What follows belongs to an exercise in optimizing a design on an open flow for small area, a short achievable clock period and few clock cycles per item; a production flow would make more cautious choices. Only simulation tests tie the RTL to the original design; equivalence was not proved. No activity file was given, so power comes from the tool's default toggle rates.

==> flow/design.v (outline; a module is shown in full before it is edited, if it fits) <==
// module adaptive_pursuit_selector_core: 226 lines
// module apsel_pupd: 838 lines
// module apsel_top: 47 lines
module apsel_top (
  input  wire logic        clk,
  input  wire logic        rst,
  input  wire logic        req_valid,
  output logic             req_stall,
  input  wire logic        req_cmd,
  input  wire logic [2:0]  req_arm,
  input  wire logic [15:0] req_reward,
  input  wire logic [15:0] req_draw,
  output logic             res_valid,
  input  wire logic        res_stall,
  output logic [2:0]       res_chosen_arm,
  output logic [2:0]       res_best_arm,
  input  wire logic        psel,
  input  wire logic        penable,
  input  wire logic        pwrite,
  input  wire logic [2:0]  paddr,
  input  wire logic [31:0] pwdata,
  output logic [31:0]      prdata,
  output logic             pready
);
  // ...
==> flow/flow/run.sh <==
#!/bin/bash
# Layout: the standard flow (standard synthesis, floorplan, placement, CTS,
# routing), with plain buffers on the ports and a tighter setup target for the
# timing repair steps. The SDC is the design's, unchanged.
set -uo pipefail
bash standard.sh finish \
  SETUP_SLACK_MARGIN=7.5 \
  "BUFFER_PORTS_ARGS=-buffer_cell sky130_fd_sc_hd__buf_2" \
  > standard_flow.log 2>&1
status=$?
cp -r orfs/logs flow_logs 2>/dev/null || true
exit $status
==> flow/standard.sh <==
#!/bin/bash
# synth_recipe.tcl (not shown) runs the flow's synth.tcl, then flattens the netlist and writes it again
# the make line also repeats each setting of config.mk as NAME=value (left out here)
make -C /OpenROAD-flow-scripts/flow DESIGN_CONFIG=/design/flow/config.mk WORK_HOME=/design/flow/orfs CLKGATE_MAP_FILE= SYNTH_SCRIPT=/design/flow/synth_recipe.tcl "${@:-finish}"
==> flow/config.mk <==
export PLATFORM = sky130hd
export DESIGN_NAME = apsel_top
export DESIGN_NICKNAME = apsel_top
export VERILOG_FILES = /design/flow/design.v
export SDC_FILE = /design/flow/constraint.sdc
export NUM_CORES = 4
export LEC_CHECK = 0
export ABC_AREA = 1
export CAP_MARGIN = 20
export CORE_MARGIN = 2
export CORE_UTILIZATION = 40
export SLEW_MARGIN = 20
==> flow/constraint.sdc <==
create_clock -name core_clock -period 14.0 [get_ports {clk}]
set_input_delay 2.8000 -clock core_clock [delete_from_list [all_inputs] [get_ports {clk}]]
set_output_delay 2.8000 -clock core_clock [all_outputs]
set_load 0.01 [all_outputs]
==> flow_summary.ini, run 1 <==
[status]
outcome = complete, no violations

[floorplan]
start_util = 0.402

[setup_path]
rr_endpoint = u_core.grp_p[0][15]$_SDFF_PP0_
reg2reg_from = u_core.bo_two[3]$_SDFF_PP0_
arrival_ns = 3.56
r2r_cells = 22
cpMaxStageDelayCell = o21ai_0
cp_max_fo = 31

[global_routing]
grt_use_total = 0.243
gr-max-usage-layer = met2
use_met2 = 0.410

[clock_tree]
cts-resized-gates = 36
clockBufferDepth = 3
ctsHoldBuffers = 0

[sta]
fin_skew_ns = 0.0362
rsz0062_at_grt = true
whs_ns = 0.433
relSlewSlack = 0.328
fin_crit_ns = 6.36
worst_slew_pin_slew_ns = 1.01
min_period_over_period = 0.455

[routing]
drtIter0Drc = 3516
wire_per_inst_um = 20.7

[final_layout]
multi_input_comb_cells = 4182
stdcell_count = 7803
reg_top3 = u_core.reward_estimate x128, u_core.pipe_d x68, u_core.grp_p x64
seq_cells = 419
drive_above_1_share = 0.0703
multi_input_area_share = 0.643
buf_share = 0.0239
n_all_inverters = 1181

[logic_synthesis]
seq_area_frac_synth = 0.199
yosysMostFrequentCell = inv_1
ys_ff_latch = 419
synth_xor_area_frac = 0.112
synthCells = 6108
muxShareOfSynthArea = 0
synth-main-ff-cell = dfxtp_1

[place]
port-buffer-count = 83
place_hpwl_mm = 116

[worst_hold_path]
hold_end = u_core.upd_b$_SDFF_PP0_

[power]
p_total_mw = 11.1
power_switching_mw = 5.65
Testbench counts, summed over its fixed seeds: cycles 2,447, items 1,200.
==> module adaptive_pursuit_selector_core, before the edit <==
module adaptive_pursuit_selector_core (
  input  wire logic               clk,
  input  wire logic               rst,
  input  wire logic               req_valid,
  output logic                    req_stall,
  input  wire apsel_pkg::req_t    req,
  output logic                    res_valid,
  input  wire logic               res_stall,
  output apsel_pkg::res_t         res,
  input  wire logic               psel,
  input  wire logic               penable,
  input  wire logic               pwrite,
  input  wire logic [2:0]         paddr,
  input  wire logic [31:0]        pwdata,
  output logic [31:0]             prdata,
  output logic                    pready
);
  localparam int Q_W    = apsel_pkg::Q_W;
  localparam int PMIN_W = apsel_pkg::PMIN_W;
  logic [PMIN_W-1:0]   min_probability;
  logic [Q_W-1:0]      learning_rate;
  logic [Q_W-1:0]      pmax;
  logic [Q_W-1:0]      reward_estimate [8];
  logic [Q_W-1:0]      grp_p [4];      
  logic [16:0]         pipe_d [4];     
  logic [3:0]          pipe_tmax;      
  logic [3:0]          pipe_tmin;      
  logic                ph;             
  logic                upd_a;          
  logic                upd_b;          
  logic                rou_a;          
  logic                rou_b;          
  logic [2:0]          sel_best;
  logic [Q_W-1:0]      draw;
  logic [2:0]          rou_best;
  logic [Q_W-1:0]      rou_rem;        
  logic                rou_found;
  logic [1:0]          rou_arm;
  logic [5:0]          q_mem [4];
  logic [1:0]          q_wr;
  logic [1:0]          q_rd;
  logic [2:0]          q_cnt;
  logic [1:0]          outs;           
  function automatic logic [16:0] add16(input logic [15:0] a, input logic [15:0] b,
                                        input logic cin);
    logic [15:0] g, p, gg, pp;
    g  = a & b;
    p  = a ^ b;
    gg = g;
    pp = p;
    gg[0] = g[0] | (p[0] & cin);
    for (int l = 0; l < 4; l++) begin
      for (int i = 0; i < 16; i++) begin
        if (((i >> l) & 1) == 1) begin
          gg[i] = gg[i] | (pp[i] & gg[((i >> l) << l) - 1]);
          pp[i] = pp[i] & pp[((i >> l) << l) - 1];
        end
      end
    end
    add16 = {gg[15], p ^ {gg[14:0], cin}};
  endfunction
  function automatic logic ge16(input logic [15:0] a, input logic [15:0] b);
    logic [16:0] r;
    r = add16(a, ~b, 1'b1);
    ge16 = r[16];
  endfunction
  logic                cfg_wr;
  logic                sel_acc;
  logic                wr_acc;
  logic                res_take;
  assign pready  = 1'b1;
  assign cfg_wr  = psel && penable && pwrite;
  assign prdata  = paddr[2] ? 32'(learning_rate) : 32'(min_probability);
  assign req_stall = req.cmd && (!ph || (outs == 2'd3));
  assign sel_acc   = req_valid && req.cmd && ph && (outs != 2'd3);
  assign wr_acc    = req_valid && !req.cmd;
  assign res_valid      = (q_cnt != 3'd0);
  assign res.chosen_arm = q_mem[q_rd][5:3];
  assign res.best_arm   = q_mem[q_rd][2:0];
  assign res_take       = res_valid && !res_stall;
  logic [2:0]     b01, b23, b45, b67, b03, b47, best_now;
  logic [Q_W-1:0] v01, v23, v45, v67, v03, v47;
  always_comb begin
    b01 = ge16(reward_estimate[1], reward_estimate[0]) ? 3'd1 : 3'd0;
    v01 = ge16(reward_estimate[1], reward_estimate[0]) ? reward_estimate[1] : reward_estimate[0];
    b23 = ge16(reward_estimate[3], reward_estimate[2]) ? 3'd3 : 3'd2;
    v23 = ge16(reward_estimate[3], reward_estimate[2]) ? reward_estimate[3] : reward_estimate[2];
    b45 = ge16(reward_estimate[5], reward_estimate[4]) ? 3'd5 : 3'd4;
    v45 = ge16(reward_estimate[5], reward_estimate[4]) ? reward_estimate[5] : reward_estimate[4];
    b67 = ge16(reward_estimate[7], reward_estimate[6]) ? 3'd7 : 3'd6;
    v67 = ge16(reward_estimate[7], reward_estimate[6]) ? reward_estimate[7] : reward_estimate[6];
    b03 = ge16(v23, v01) ? b23 : b01;
    v03 = ge16(v23, v01) ? v23 : v01;
    b47 = ge16(v67, v45) ? b67 : b45;
    v47 = ge16(v67, v45) ? v67 : v45;
    best_now = ge16(v47, v03) ? b47 : b03;
  end
  logic [8:0] bo_one, bo_two, bo_neg;      
  logic [8:0] bn_one, bn_two, bn_neg;      
  always_comb begin
    logic [18:0] ax;
    ax = {2'b11, (upd_a || upd_b) ? learning_rate : 16'h0000, 1'b0};
    for (int j = 0; j < 9; j++) begin
      bn_one[j] = ax[2*j+1] ^ ax[2*j];
      bn_two[j] = (ax[2*j+2] & ~ax[2*j+1] & ~ax[2*j]) | (~ax[2*j+2] & ax[2*j+1] & ax[2*j]);
      bn_neg[j] = ax[2*j+2] & ~(ax[2*j+1] & ax[2*j]);
    end
  end
  logic [16:0]    d_now [4];
  logic [3:0]     tmax_now, tmin_now;
  logic [Q_W-1:0] t2 [4];
  logic [Q_W-1:0] p_next [4];
  always_comb begin
    for (int j = 0; j < 4; j++) begin
      logic [Q_W-1:0] t;
      tmax_now[j] = (upd_a || upd_b) && (sel_best == {ph, 2'(j)});
      tmin_now[j] = (upd_a || upd_b) && (sel_best != {ph, 2'(j)});
      t = ({Q_W{tmax_now[j]}} & pmax) | ({Q_W{tmin_now[j]}} & Q_W'(min_probability));
      d_now[j] = add16(t, ~grp_p[j], 1'b1) ^ 17'h10000;
      t2[j] = ({Q_W{pipe_tmax[j]}} & pmax) | ({Q_W{pipe_tmin[j]}} & Q_W'(min_probability));
    end
  end
  for (genvar j = 0; j < 4; j++) begin : g_upd
    apsel_pupd u_pupd (
      .t    (t2[j]),
      .d    (pipe_d[j]),
      .corr (pipe_d[j][16]),
      .one  (bo_one),
      .two  (bo_two),
      .neg  (bo_neg),
      .pn   (p_next[j])
    );
  end
  logic [Q_W-1:0] rem [5];
  logic [3:0]     hit;
  logic [1:0]     hit_arm;
  always_comb begin
    rem[0] = rou_rem;
    for (int i = 0; i < 4; i++) begin
      logic [Q_W:0] r;
      r = add16(rem[i], ~grp_p[i], 1'b1);
      hit[i]   = !r[Q_W];
      rem[i+1] = r[Q_W-1:0];
    end
    hit_arm = hit[0] ? 2'd0 : hit[1] ? 2'd1 : hit[2] ? 2'd2 : 2'd3;
  end
  always_ff @(posedge clk) begin
    if (rst) begin
      min_probability <= apsel_pkg::PMIN_RESET;
      learning_rate   <= apsel_pkg::ALPHA_RESET;
      pmax            <= 16'(65536 - 7 * 655);
      ph              <= 1'b0;
      upd_a           <= 1'b0;
      upd_b           <= 1'b0;
      bo_one          <= 9'h100;
      bo_two          <= '0;
      bo_neg          <= 9'h100;
      pipe_tmax       <= '0;
      pipe_tmin       <= '0;
      rou_a           <= 1'b0;
      rou_b           <= 1'b0;
      q_wr            <= '0;
      q_rd            <= '0;
      q_cnt           <= '0;
      outs            <= '0;
      for (int i = 0; i < 8; i++) reward_estimate[i] <= '0;
      for (int j = 0; j < 4; j++) begin
        grp_p[j]  <= apsel_pkg::PROB_RESET;
        pipe_d[j] <= 17'h20000 - 17'(apsel_pkg::PROB_RESET);
      end
    end else begin
      if (cfg_wr) begin
        if (!paddr[2]) begin
          min_probability <= pwdata[PMIN_W-1:0];
          pmax <= (pwdata[PMIN_W-1:0] == '0) ? 16'hFFFF
                : 16'(17'h10000 - 17'(pwdata[PMIN_W-1:0]) * 17'd7);
        end else begin
          learning_rate <= pwdata[Q_W-1:0];
        end
      end
      if (wr_acc) begin
        reward_estimate[req.arm] <= req.reward;
      end
      ph    <= !ph;
      upd_a <= sel_acc;
      upd_b <= upd_a;
      bo_one <= bn_one;
      bo_two <= bn_two;
      bo_neg <= bn_neg;
      pipe_tmax <= tmax_now;
      pipe_tmin <= tmin_now;
      rou_a <= upd_b;
      rou_b <= rou_a;
      for (int j = 0; j < 4; j++) begin
        pipe_d[j] <= d_now[j];
        grp_p[j]  <= p_next[j];
      end
      if (rou_b) begin
        q_wr <= q_wr + 2'd1;
      end
      if (res_take) begin
        q_rd <= q_rd + 2'd1;
      end
      q_cnt <= q_cnt + 3'(rou_b) - 3'(res_take);
      outs  <= outs + 2'(sel_acc) - 2'(res_take);
    end
  end
  always_ff @(posedge clk) begin
    if (sel_acc) begin
      sel_best <= best_now;
      draw     <= req.random_draw;
    end
    if (upd_b) begin
      rou_best <= sel_best;
      rou_rem  <= draw;
    end
    if (rou_a) begin
      rou_rem   <= rem[4];
      rou_found <= |hit;
      rou_arm   <= hit_arm;
    end
    if (rou_b) begin
      q_mem[q_wr] <= {rou_found ? {1'b0, rou_arm} : (|hit ? {1'b1, hit_arm} : 3'd0), rou_best};
    end
  end
endmodule
==> run 2, diff against run 1 <==
--- a/flow/design.v
+++ b/flow/design.v
@@ -67,8 +67,8 @@
   logic                rou_found;
   logic [1:0]          rou_arm;
-  logic [5:0]          q_mem [4];
-  logic [1:0]          q_wr;
-  logic [1:0]          q_rd;
-  logic [2:0]          q_cnt;
+  logic [5:0]          q_e [3];        
+  logic [1:0]          q_cnt;
+  logic                rst_d;          
+  logic                pipe_tres;      
   logic [1:0]          outs;           
   function automatic logic [16:0] add16(input logic [15:0] a, input logic [15:0] b,
@@ -105,7 +105,7 @@
   assign sel_acc   = req_valid && req.cmd && ph && (outs != 2'd3);
   assign wr_acc    = req_valid && !req.cmd;
-  assign res_valid      = (q_cnt != 3'd0);
-  assign res.chosen_arm = q_mem[q_rd][5:3];
-  assign res.best_arm   = q_mem[q_rd][2:0];
+  assign res_valid      = (q_cnt != 2'd0);
+  assign res.chosen_arm = q_e[0][5:3];
+  assign res.best_arm   = q_e[0][2:0];
   assign res_take       = res_valid && !res_stall;
   logic [2:0]     b01, b23, b45, b67, b03, b47, best_now;
@@ -148,5 +148,6 @@
       t = ({Q_W{tmax_now[j]}} & pmax) | ({Q_W{tmin_now[j]}} & Q_W'(min_probability));
       d_now[j] = add16(t, ~grp_p[j], 1'b1) ^ 17'h10000;
-      t2[j] = ({Q_W{pipe_tmax[j]}} & pmax) | ({Q_W{pipe_tmin[j]}} & Q_W'(min_probability));
+      t2[j] = ({Q_W{pipe_tmax[j]}} & pmax) | ({Q_W{pipe_tmin[j]}} & Q_W'(min_probability))
+            | ({Q_W{pipe_tres}} & apsel_pkg::PROB_RESET);
     end
   end
@@ -183,21 +184,18 @@
       upd_a           <= 1'b0;
       upd_b           <= 1'b0;
-      bo_one          <= 9'h100;
+      rst_d           <= 1'b1;
+      bo_one          <= '0;
       bo_two          <= '0;
-      bo_neg          <= 9'h100;
+      bo_neg          <= '0;
       pipe_tmax       <= '0;
       pipe_tmin       <= '0;
+      pipe_tres       <= 1'b1;
       rou_a           <= 1'b0;
       rou_b           <= 1'b0;
-      q_wr            <= '0;
-      q_rd            <= '0;
       q_cnt           <= '0;
       outs            <= '0;
       for (int i = 0; i < 8; i++) reward_estimate[i] <= '0;
-      for (int j = 0; j < 4; j++) begin
-        grp_p[j]  <= apsel_pkg::PROB_RESET;
-        pipe_d[j] <= 17'h20000 - 17'(apsel_pkg::PROB_RESET);
-      end
     end else begin
+      rst_d <= 1'b0;
       if (cfg_wr) begin
         if (!paddr[2]) begin
@@ -215,26 +213,31 @@
       upd_a <= sel_acc;
       upd_b <= upd_a;
-      bo_one <= bn_one;
-      bo_two <= bn_two;
-      bo_neg <= bn_neg;
-      pipe_tmax <= tmax_now;
-      pipe_tmin <= tmin_now;
+      bo_one <= rst_d ? '0 : bn_one;
+      bo_two <= rst_d ? '0 : bn_two;
+      bo_neg <= rst_d ? '0 : bn_neg;
+      pipe_tmax <= rst_d ? '0 : tmax_now;
+      pipe_tmin <= rst_d ? '0 : tmin_now;
+      pipe_tres <= rst_d;
       rou_a <= upd_b;
       rou_b <= rou_a;
-      for (int j = 0; j < 4; j++) begin
-        pipe_d[j] <= d_now[j];
-        grp_p[j]  <= p_next[j];
-      end
-      if (rou_b) begin
-        q_wr <= q_wr + 2'd1;
-      end
-      if (res_take) begin
-        q_rd <= q_rd + 2'd1;
-      end
-      q_cnt <= q_cnt + 3'(rou_b) - 3'(res_take);
+      q_cnt <= q_cnt + 2'(rou_b) - 2'(res_take);
       outs  <= outs + 2'(sel_acc) - 2'(res_take);
     end
   end
+  logic [5:0] q_new;
+  assign q_new = {rou_found ? {1'b0, rou_arm} : (|hit ? {1'b1, hit_arm} : 3'd0), rou_best};
   always_ff @(posedge clk) begin
+    for (int j = 0; j < 4; j++) begin
+      pipe_d[j] <= d_now[j];
+      grp_p[j]  <= p_next[j];
+    end
+    for (int i = 0; i < 3; i++) begin
+      if (res_take) begin
+        if (i < 2 && 2'(i + 1) < q_cnt) q_e[i] <= q_e[i+1];
+        else if (rou_b && 2'(i + 1) == q_cnt) q_e[i] <= q_new;
+      end else if (rou_b && 2'(i) == q_cnt) begin
+        q_e[i] <= q_new;
+      end
+    end
     if (sel_acc) begin
       sel_best <= best_now;
@@ -250,7 +253,4 @@
       rou_arm   <= hit_arm;
     end
-    if (rou_b) begin
-      q_mem[q_wr] <= {rou_found ? {1'b0, rou_arm} : (|hit ? {1'b1, hit_arm} : 3'd0), rou_best};
-    end
   end
 endmodule
--- a/flow/config.mk
+++ b/flow/config.mk
@@ -9,4 +9,4 @@
 export CAP_MARGIN = 20
 export CORE_MARGIN = 2
-export CORE_UTILIZATION = 40
+export CORE_UTILIZATION = 60
 export SLEW_MARGIN = 20
==> run 2 against run 1 <==
Effect of this change:
- still clean on timing, DRC and antenna
- clock skew shrank 0.012 ns
- synthesized cell count fell by 4.9%
- die area decreased by 35%
- flip-flop and latch count fell by 11
- final cell count shrank 12%
- highest routed layer unchanged
==> flow_summary.ini, run 2 <==
[final_layout]
finish.utilization = 0.649
reg_top3 = u_core.reward_estimate x128, u_core.pipe_d x68, u_core.grp_p x64
antenna_cells = 0
largest_reg_flops = 128
area_growth_pct = 7.02
nets = 6890
nFillCells = 7250
final_cell_mix = inv_1 (1,043), xor2_1 (668), o22ai_1 (614), fa_1 (576), ha_1 (485)
drive_above_1_share = 0.0709
layout_commonest_cell = inv_1
stdcell_count = 6861
regMostFlops = u_core.reward_estimate

[routing]
drtAntennaViolNets = 0
drc = 0
wire_per_inst_um = 22.7
vias = 41000
wl_mm = 156
via_per_inst = 5.98
drtPass1Iterations = 6
drtIter0Drc = 3631

[logic_synthesis]
seq_area_frac_synth = 0.198
yosysMostFrequentCell = inv_1
yosysWarnings = 14
yosysTopAreaCell = fa_1
synth-edff-count = 187
synthArstFlopShare = 0
synth_commonest_cells = inv_1 (1,049), xor2_1 (668), o22ai_1 (614), fa_1 (581), ha_1 (491)
ys_types = 46
synthTopCellsByArea = fa_1 (23%), ha_1 (12%), xor2_1 (12%), edfxtp_1 (11%), dfxtp_1 (8.7%)
synth_top_area_frac = 0.230
syn_area_um2 = 50600
avgSynthCellArea_um2 = 8.71
ys_ff_latch = 408
synth-main-ff-cell = dfxtp_1
synthCells = 5811

[sta]
max_freq_ghz = 0.155
whs_ns = 0.439
relSlewSlack = 0.226
worst_slew_pin_slew_ns = 1.15
finalWorstSetupSlack_ns = 7.56
rsz0062_at_grt = true
hold_violations = 0
fin_crit_ns = 6.44
setup-violations-final = 0
maxSlewViolCount = 0
fin_setup_tns_ns = 0
fin_skew_ns = 0.0246
min_period_over_period = 0.460

[floorplan]
die_w_um = 295
dieArea_um2 = 86700
io_pins = 119
die_h_um = 295
start_util = 0.606
core_um2 = 83600
rows = 106

[setup_path]
crit_type = reg2reg
rr_endpoint = u_core.q_e[0][3]$_DFFE_PP_
cpMaxStageDelayCell = fa_2
crit_family = adder cells
crit_top_cell = nand2_2
end_kind = flop
reg2reg_slack_ns = 7.56
r2r_cells = 41
crit_path_max_incr_delay_ns = 0.58
arrival_ns = 6.93
required_ns = 14.50
cp_max_fo = 3
reg2reg_from = u_core.rou_rem[0]$_DFFE_PP_
worst_setup_path_start_kind = flop
cp.depth = 41
cp_num_buf_inv = 4

[power]
switching_share = 0.491
power_switching_mw = 5.27
p_int_mw = 5.47
pwr-share-clk = 0.129
p_leak_nw = 27.4
pwr-share-comb = 0.716
vdd_ir_drop_max_mv = 0.402
seqPwrFrac = 0.155
pwr_density_cell_nw_per_um2 = 198

[global_routing]
grt_max_degree = 65
grt_pass1_wl_mm = 240
grt_overflow = 0
grt_pass1_vias = 41100
grt_use_total = 0.364
antenna_found_initial = 5

[place]
place_ws_ns = 6.87
dpl.cell_count = 6741
gp_congestion = 0.908
port-buffer-count = 83
place_hpwl_mm = 111

[flow_run]
maxCapViolations = 0

[worst_hold_path]
hp-start = u_core.upd_a$_SDFF_PP0_
hold_end = u_core.upd_b$_SDFF_PP0_
hp-class = reg2reg
hold_depth = 2

[clock_tree]
clk_latency_ns = 0.63
cts.sinks = 408
cts_tree = built
ctsHoldBuffers = 0
htreeDepth = 2
cts.root.buffer_cell = clkbuf_16
clockBufferDepth = 3
path_clk_slew_ns = 0.06
numCtsBuffers = 49

[status]
outcome = complete, no violations
run 2: area by class of cell:
| class | count | area, µm² | area share |
|---|---|---|---|
| clock inverter | 26 | 305 | 0.00563 |
| timing repair buffer | 185 | 1330 | 0.0245 |
| clock buffer | 66 | 1460 | 0.0269 |
| tap | 1080 | 1350 | 0.0249 |
| multi-input combinational | 3978 | 35400 | 0.654 |
| sequential | 408 | 10100 | 0.186 |
| inverter | 1118 | 4240 | 0.0783 |
run 2: worst max-delay path by stage:
stage | endpoint | from
global placement | u_core.grp_p[3][10]$_DFF_P_ | u_core.pipe_d[3][16]$_DFF_P_
CTS | u_core.grp_p[2][10]$_DFF_P_ | u_core.bo_one[0]$_SDFF_PP0_
floorplan | prdata[0] | paddr[2]
finish | u_core.q_e[0][3]$_DFFE_PP_ | u_core.rou_rem[0]$_DFFE_PP_
detailed placement | u_core.grp_p[3][10]$_DFF_P_ | u_core.pipe_d[3][16]$_DFF_P_
global route | u_core.q_e[0][3]$_DFFE_PP_ | u_core.rou_rem[0]$_DFFE_PP_
run 2: cells by family (layout without fill, tap and decap cells):
logic type                 after synthesis  after routing  share of synthesized area
AOI/OAI and AO/OA                     1154           1154                      0.136
xor gates and xnor gates               738            738                      0.128
adders and majority gates             1072           1072                      0.351
buffers and inverters                 1440           1395                      0.108
DFF                                    408            408                      0.198
other                                    2             17                   0.000148
and+or+nand+nor                        997            997                     0.0794
run 2: worst register-to-register path, delay by kind of cell (launching register included):
kind	cells	cell delay (ns)
flip-flops	1	0.44
adder cells (fa/ha/maj)	8	2.69
XOR/XNOR	2	0.41
AO/OA/AOI/OAI	6	0.91
AND/OR/NAND/NOR	21	1.61
buffers and inverters	4	0.24
run 2: power by group through the flow:
stage	Combinational (mW)	Clock [mW]	Sequential [mW]
floorplan	5.00	0	1.61
global placement	6.41	0	1.68
detailed placement	6.54	0	1.68
CTS	6.79	1.40	1.66
global route	8.41	1.45	1.68
finish	7.68	1.39	1.67
run 2: repair_timing:
item / 4_1_cts / 5_1_grt
pin swaps: 12 / 46
endpoints found under the hold margin: 0 / 0
gates resized for setup: 27 / 93
buffers inserted: 14 / 14
endpoints found under the setup margin: 43 / 47
run 2: layer usage:
metal / global-route usage / vias to the layer above / wire, µm
met4: 0.159 / 4 / 7660
met1: 0.482 / 19900 / 62400
met5: 0 / - / 30
li1: - / 18600 / -
met2: 0.571 / 2059 / 69300
met3: 0.0875 / 452 / 16700
run 2: metrics by stage:
step	power (mW)	cell area, µm²
2_1_floorplan	6.61	50700
3_5_place_dp	8.22	51800
3_3_place_gp	8.09	51800
5_1_grt	11.5	54200
4_1_cts	9.85	53700
6_report	10.7	54200
Testbench counts of run 2, summed over its fixed seeds: cycles 2,447, items 1,200.
==> run 3, diff against run 2 <==
--- a/flow/config.mk
+++ b/flow/config.mk
@@ -9,4 +9,4 @@
 export CAP_MARGIN = 20
 export CORE_MARGIN = 2
-export CORE_UTILIZATION = 60
+export CORE_UTILIZATION = 40
 export SLEW_MARGIN = 20
==> run 3 against run 2 <==
Effect of this change:
- global-route usage fell by 13 points
- combinational power fell by 3.1%
- power fell by 2.4%
- critical endpoint is now req_stall
- largest power group unchanged
==> flow_summary.ini, run 3 <==
[floorplan]
io_pins = 119
dieArea_um2 = 129000
die_h_um = 360
rows = 130
die_w_um = 360
start_util = 0.403
core_um2 = 126000

[clock_tree]
clockBufferDepth = 3
cts.sinks = 408
numCtsBuffers = 48
clk_latency_ns = 0.65
path_clk_slew_ns = 0.06
cts.root.buffer_cell = clkbuf_16
cts_tree = built
htreeDepth = 2
ctsHoldBuffers = 0

[worst_hold_path]
hp-class = reg2reg

[logic_synthesis]
synthArstFlopShare = 0
synthTopCellsByArea = fa_1 (23%), ha_1 (12%), xor2_1 (12%), edfxtp_1 (11%), dfxtp_1 (8.7%)
yosysWarnings = 14
synthCells = 5811
yosysMostFrequentCell = inv_1
syn_area_um2 = 50600
seq_area_frac_synth = 0.198
synth-edff-count = 187
yosysTopAreaCell = fa_1
ys_ff_latch = 408
synth-main-ff-cell = dfxtp_1
synth_commonest_cells = inv_1 (1,049), xor2_1 (668), o22ai_1 (614), fa_1 (581), ha_1 (491)
ys_types = 46
synth_top_area_frac = 0.230
avgSynthCellArea_um2 = 8.71

[power]
p_leak_nw = 27.3
vdd_ir_drop_max_mv = 0.346
pwr_density_cell_nw_per_um2 = 191

[sta]
min_period_over_period = 0.462
worst_slew_pin_slew_ns = 1.17
fin_setup_tns_ns = 0
whs_ns = 0.400
max_freq_ghz = 0.155
fin_skew_ns = 0.0495
setup-violations-final = 0
fin_crit_ns = 6.46
rsz0062_at_grt = true
relSlewSlack = 0.211
hold_violations = 0
maxSlewViolCount = 0

[routing]
wl_mm = 153
met1Wirelength_mm = 60.6
drtIter0Drc = 3350
wire_per_inst_um = 20.6
vias = 40600
drc = 0
drtAntennaViolNets = 0
highest_layer = met5
wl_met3_mm = 12.3
route.met2.wl_mm = 72.2
drtPass1Iterations = 5
via_per_inst = 5.46

[setup_path]
crit_type = in2out
arrival_ns = 3.66
worst_setup_path_start_kind = primary input
cp_max_fo = 4
end_kind = output pin
required_ns = 11.20

[place]
port-buffer-count = 83
place_hpwl_mm = 111
dpl.cell_count = 7316
gp_congestion = 0.905

[final_layout]
reg_top3 = u_core.reward_estimate x128, u_core.pipe_d x68, u_core.grp_p x64
area_growth_pct = 8.23
stdcell_count = 7426
regMostFlops = u_core.reward_estimate
largest_reg_flops = 128
final_cell_mix = inv_1 (1,043), xor2_1 (668), o22ai_1 (614), fa_1 (577), ha_1 (486)
nets = 6887
antenna_cells = 0
drive_above_1_share = 0.0696
layout_commonest_cell = inv_1

[global_routing]
grt_use_total = 0.235
grt_pass1_vias = 41300
antenna_found_initial = 3
grt_overflow = 0
grt_max_degree = 65
grt_pass1_wl_mm = 237

[flow_run]
maxCapViolations = 0

[status]
outcome = complete, no violations
[run 3: cell types whose count changed in the layout (fill, tap and decap cells not counted), sizes merged]
cell | before | now
bufinv | 4 | 7
clkbuf | 68 | 57
clkinv | 60 | 57
inv | 1074 | 1078
clkinvlp | 6 | 8
[run 3: through the flow]
| stage | area, µm² | setup WS [ns] | util | power (mW) |
|---|---|---|---|---|
| after global placement | 52500 | 7.13 | 0.418 | 8.12 |
| after CTS | 54400 | 7.44 | 0.433 | 9.89 |
| final | 54800 | 7.54 | 0.436 | 10.5 |
| after floorplan | 50700 | 7.70 | - | 6.61 |
| after detailed placement | 52500 | 7.08 | 0.418 | 8.20 |
| after global routing | 54800 | 7.34 | 0.436 | 11.4 |
[run 3: worst paths after layout]
check | start | to | slack, ns | cells past startpoint
hold / removal | u_core.upd_a$_SDFF_PP0_ | u_core.upd_b$_SDFF_PP0_ | 0.40 | 2
setup reg to reg | u_core.rou_rem[0]$_DFFE_PP_ | u_core.q_e[0][3]$_DFFE_PP_ | 7.66 | 42
hold reg to reg | u_core.upd_a$_SDFF_PP0_ | u_core.upd_b$_SDFF_PP0_ | 0.40 | 2
setup / recovery | req_cmd | req_stall | 7.54 | 4
[run 3: cell families after synthesis]
group,count (synthesis),share of synthesized area
buf+inv,1440,0.108
flops,408,0.198
xor+xnor,738,0.128
simple gates,997,0.0794
compound gates,1154,0.136
fa+ha+maj,1072,0.351
other cells,2,0.000148
[run 3: per-layer routing]
metal  global-route usage  up-vias
met5                    0        -
met4                0.105        4
met1                0.293    19800
li1                     -    18600
met2                0.394     1724
met3               0.0428      413
[run 3: timing repair]
action	CTS	global route
endpoints found under the setup margin	47	49
pin swaps	15	34
buffers inserted	9	12
resized for setup	31	86
gates cloned	0	0
[run 3: final cells by class]
cell class | count | area (µm²)
fillers | 12400 | 70800
multi-input cells | 3978 | 35400
flip-flops and latches | 408 | 10100
inverters | 1118 | 4250
well taps | 1650 | 2060
repair buffers | 183 | 1310
clock buffers | 57 | 1310
clock inverters | 32 | 412
[run 3: critical path, cell delays in order]
cell	delay [ns]
buf_2	0.08
inv_1	0.17
a21oi_2	0.39
buf_2	0.22
[run 3: power by group]
group / switching (mW) / total [mW] / internal [mW] / leakage (nW)
logic: 4.40 / 7.44 / 3.04 / 22.9
clock network: 0.574 / 1.38 / 0.805 / 0.841
registers: 0.139 / 1.66 / 1.52 / 3.59
total: 5.11 / 10.5 / 5.36 / 27.3
==> run 4, diff against run 3 <==
--- a/flow/design.v
+++ b/flow/design.v
@@ -195,5 +195,4 @@
       q_cnt           <= '0;
       outs            <= '0;
-      for (int i = 0; i < 8; i++) reward_estimate[i] <= '0;
     end else begin
       rst_d <= 1'b0;
@@ -207,7 +206,4 @@
         end
       end
-      if (wr_acc) begin
-        reward_estimate[req.arm] <= req.reward;
-      end
       ph    <= !ph;
       upd_a <= sel_acc;
@@ -225,4 +221,11 @@
     end
   end
+  logic [Q_W-1:0] rew_wdata;
+  assign rew_wdata = rst ? '0 : req.reward;
+  always_ff @(posedge clk) begin
+    for (int i = 0; i < 8; i++) begin
+      if (rst || (wr_acc && req.arm == 3'(i))) reward_estimate[i] <= rew_wdata;
+    end
+  end
   logic [5:0] q_new;
   assign q_new = {rou_found ? {1'b0, rou_arm} : (|hit ? {1'b1, hit_arm} : 3'd0), rou_best};
==> run 4 against run 3 <==
Effect of this change:
- register-to-register slack got worse by 0.12 ns
- flip-flop and latch count did not move
- power increased by 1.8%
- core utilization increased by 0.19 points
- via count fell by 0.68%
- hold slack improved by 0.040 ns
- wire length down 1.5%
- synthesized cell count is 2.0% lower
- sequential power about the same
- global-route usage is 0.15 points higher
- worst setup slack improved by 0.00083 ns
- non-clock buffer count grew 5
- largest power group unchanged
==> flow_summary.ini, run 4 <==
[status]
outcome = complete, no violations

[setup_path]
crit_type = reg2reg
end_kind = flop
arrival_ns = 6.92
cp_num_buf_inv = 6
reg2reg_slack_ns = 7.54
crit_path_max_incr_delay_ns = 0.40
cp_max_fo = 3
required_ns = 14.46
crit_top_cell = nand2_2
crit_family = adder cells
cpMaxStageDelayCell = fa_2
worst_setup_path_start_kind = flop

[power]
pwr_density_cell_nw_per_um2 = 196
p_leak_nw = 27.1
p_total_mw = 10.7
vdd_ir_drop_max_mv = 0.440

[clock_tree]
ctsHoldBuffers = 0
cts.sinks = 408
cts.root.buffer_cell = clkbuf_16
clk_latency_ns = 0.64
clockBufferDepth = 3
numCtsBuffers = 49
path_clk_slew_ns = 0.06
htreeDepth = 2
cts_tree = built

[routing]
vias = 40300
wire_per_inst_um = 20.6
via_per_inst = 5.52
drtPass1Iterations = 9
drc = 0
drtIter0Drc = 3447
wl_mm = 151
drtAntennaViolNets = 0

[sta]
maxSlewViolCount = 0
worst_slew_pin_slew_ns = 1.03
fin_setup_tns_ns = 0
max_freq_ghz = 0.155
hold_violations = 0
setup-violations-final = 0
relSlewSlack = 0.310
rsz0062_at_grt = true
fin_crit_ns = 6.46
whs_ns = 0.440
fin_skew_ns = 0.0571
min_period_over_period = 0.462

[global_routing]
antenna_found_initial = 6
grt_use_total = 0.236
grt_pass1_vias = 41100
grt_max_degree = 65
grt_overflow = 0
grt_pass1_wl_mm = 235

[logic_synthesis]
synth-main-ff-cell = dfxtp_1
synthArstFlopShare = 0
synth_top_area_frac = 0.232
yosysMostFrequentCell = inv_1
syn_area_um2 = 50200
synth_commonest_cells = inv_1 (1,055), xor2_1 (668), o22ai_1 (615), fa_1 (581), ha_1 (491)
avgSynthCellArea_um2 = 8.82
yosysTopAreaCell = fa_1
yosysWarnings = 16
seq_area_frac_synth = 0.200
ys_ff_latch = 408
synthCells = 5692
ys_types = 49
synth-edff-count = 187
synthTopCellsByArea = fa_1 (23%), ha_1 (12%), xor2_1 (12%), edfxtp_1 (11%), dfxtp_1 (8.8%)

[place]
placed_area_um2 = 52100
place_hpwl_mm = 109
port-buffer-count = 83
gp_congestion = 0.909

[final_layout]
layout_commonest_cell = inv_1
nets = 6780
largest_reg_flops = 128
finish.utilization = 0.438
final_cell_mix = inv_1 (1,048), xor2_1 (668), o22ai_1 (615), fa_1 (577), ha_1 (490)
area_growth_pct = 8.35
reg_top3 = u_core.reward_estimate x128, u_core.pipe_d x68, u_core.grp_p x64
drive_above_1_share = 0.0707
regMostFlops = u_core.reward_estimate
design_area_um2 = 54400

[floorplan]
rows = 129
die_w_um = 358
core_um2 = 124000
start_util = 0.405
io_pins = 119
die_h_um = 358
dieArea_um2 = 128000

[worst_hold_path]
hp-class = reg2reg

[flow_run]
maxCapViolations = 0
## run 4: final cells by class
cell class,instances,area [µm²]
diodes,2,5.00
clock buffers,58,1300
clock inverters,32,449
fillers,12000,69700
inverters,1124,4270
multi-input cells,3859,34900
flip-flops and latches,408,10100
well taps,1637,2050
repair buffers,188,1370
## run 4: stage by stage
stage                     std cells  worst slack (ns)
after floorplan                5707              7.70
after global placement         7190              7.14
after detailed placement       7192              7.09
after CTS                      7288              7.51
after global routing           7307              7.16
final                          7308              7.54
## run 4: worst paths after layout
kind,from,end,depth (start not counted)
min,u_core.upd_a$_SDFF_PP0_,u_core.upd_b$_SDFF_PP0_,2
min reg2reg,u_core.upd_a$_SDFF_PP0_,u_core.upd_b$_SDFF_PP0_,2
max reg2reg,u_core.rou_rem[0]$_DFFE_PP_,u_core.q_e[0][5]$_DFFE_PP_,41
max,u_core.rou_rem[0]$_DFFE_PP_,u_core.q_e[0][5]$_DFFE_PP_,41
## run 4: report_power, final
part / switching [mW] / internal (mW)
Sequential: 0.135 / 1.53
Combinational: 4.57 / 3.04
Clock: 0.573 / 0.820
Total: 5.27 / 5.39
## run 4: worst min-delay path, delay by kind of cell (launching register included)
| family | cells | cell delay, ns |
|---|---|---|
| DFF | 1 | 0.32 |
| and+or+nand+nor | 1 | 0.03 |
| buffers and inverters | 1 | 0.05 |
## run 4: cell families (layout without fill, tap and decap cells)
family | after synthesis | count (layout) | share of synthesized area
AO/OA/AOI/OAI | 1158 | 1158 | 0.137
XOR/XNOR | 741 | 741 | 0.129
adder cells (fa/ha/maj) | 1072 | 1072 | 0.354
buffers and inverters | 1440 | 1402 | 0.109
flip-flops | 408 | 408 | 0.200
other | 2 | 19 | 0.000150
AND/OR/NAND/NOR | 871 | 871 | 0.0707
## run 4: repair_timing
action                                  in CTS  in global routing
endpoints found under the hold margin        0                  0
resized for setup                           24                 77
endpoints found under the setup margin      51                 46
pin swaps                                    6                 27
setup buffers                                6                 18
## run 4: layer usage
metal / vias to the layer above / track usage / routed length (µm)
met2: 1767 / 0.388 / 69200
li1: 18300 / - / -
met3: 429 / 0.0420 / 12400
met5: - / 0 / 44
met1: 19800 / 0.307 / 61800
met4: 6 / 0.0979 / 7280
Testbench counts of run 4, summed over its fixed seeds: cycles 2,447, items 1,200.

[re-timing with driven ports]
The flow's constraints put no driver on any port. The routed layouts listed below were extracted and timed again, unchanged, in two steps. Step 1: set_driving_cell puts a clkbuf_16 on clk and a buf_2 on each other input, an assumption about the parent block. Step 2, shift: input delay + t, output delay - t, t = (earliest + latest rising clock arrival at the registers) / 2. This alone moves slack from input paths to output paths. Three values: ideal, step 1, step 2; two values: the first two.
run | t (ns) | setup WS [ns] | worst hold slack (ns) | worst setup path after step 2
run 1 | 0.690 | 7.636 / 7.614 / 7.521 | 0.433 / 0.433 / 0.433 | input to register
run 2 | 0.680 | 7.562 / 7.562 / 7.562 | 0.439 / 0.439 / 0.439 | register to register
run 3 | 0.694 | 7.538 / 7.517 / 7.517 | 0.400 / 0.400 / 0.400 | input to output
run 4 | 0.681 | 7.538 / 7.519 / 7.485 | 0.440 / 0.440 / 0.440 | input to register
After both steps every run listed still meets setup and hold. For run 1, which loses most, drivers alone change the setup slack by -0.022 ns; drivers and shift together by -0.115 ns.
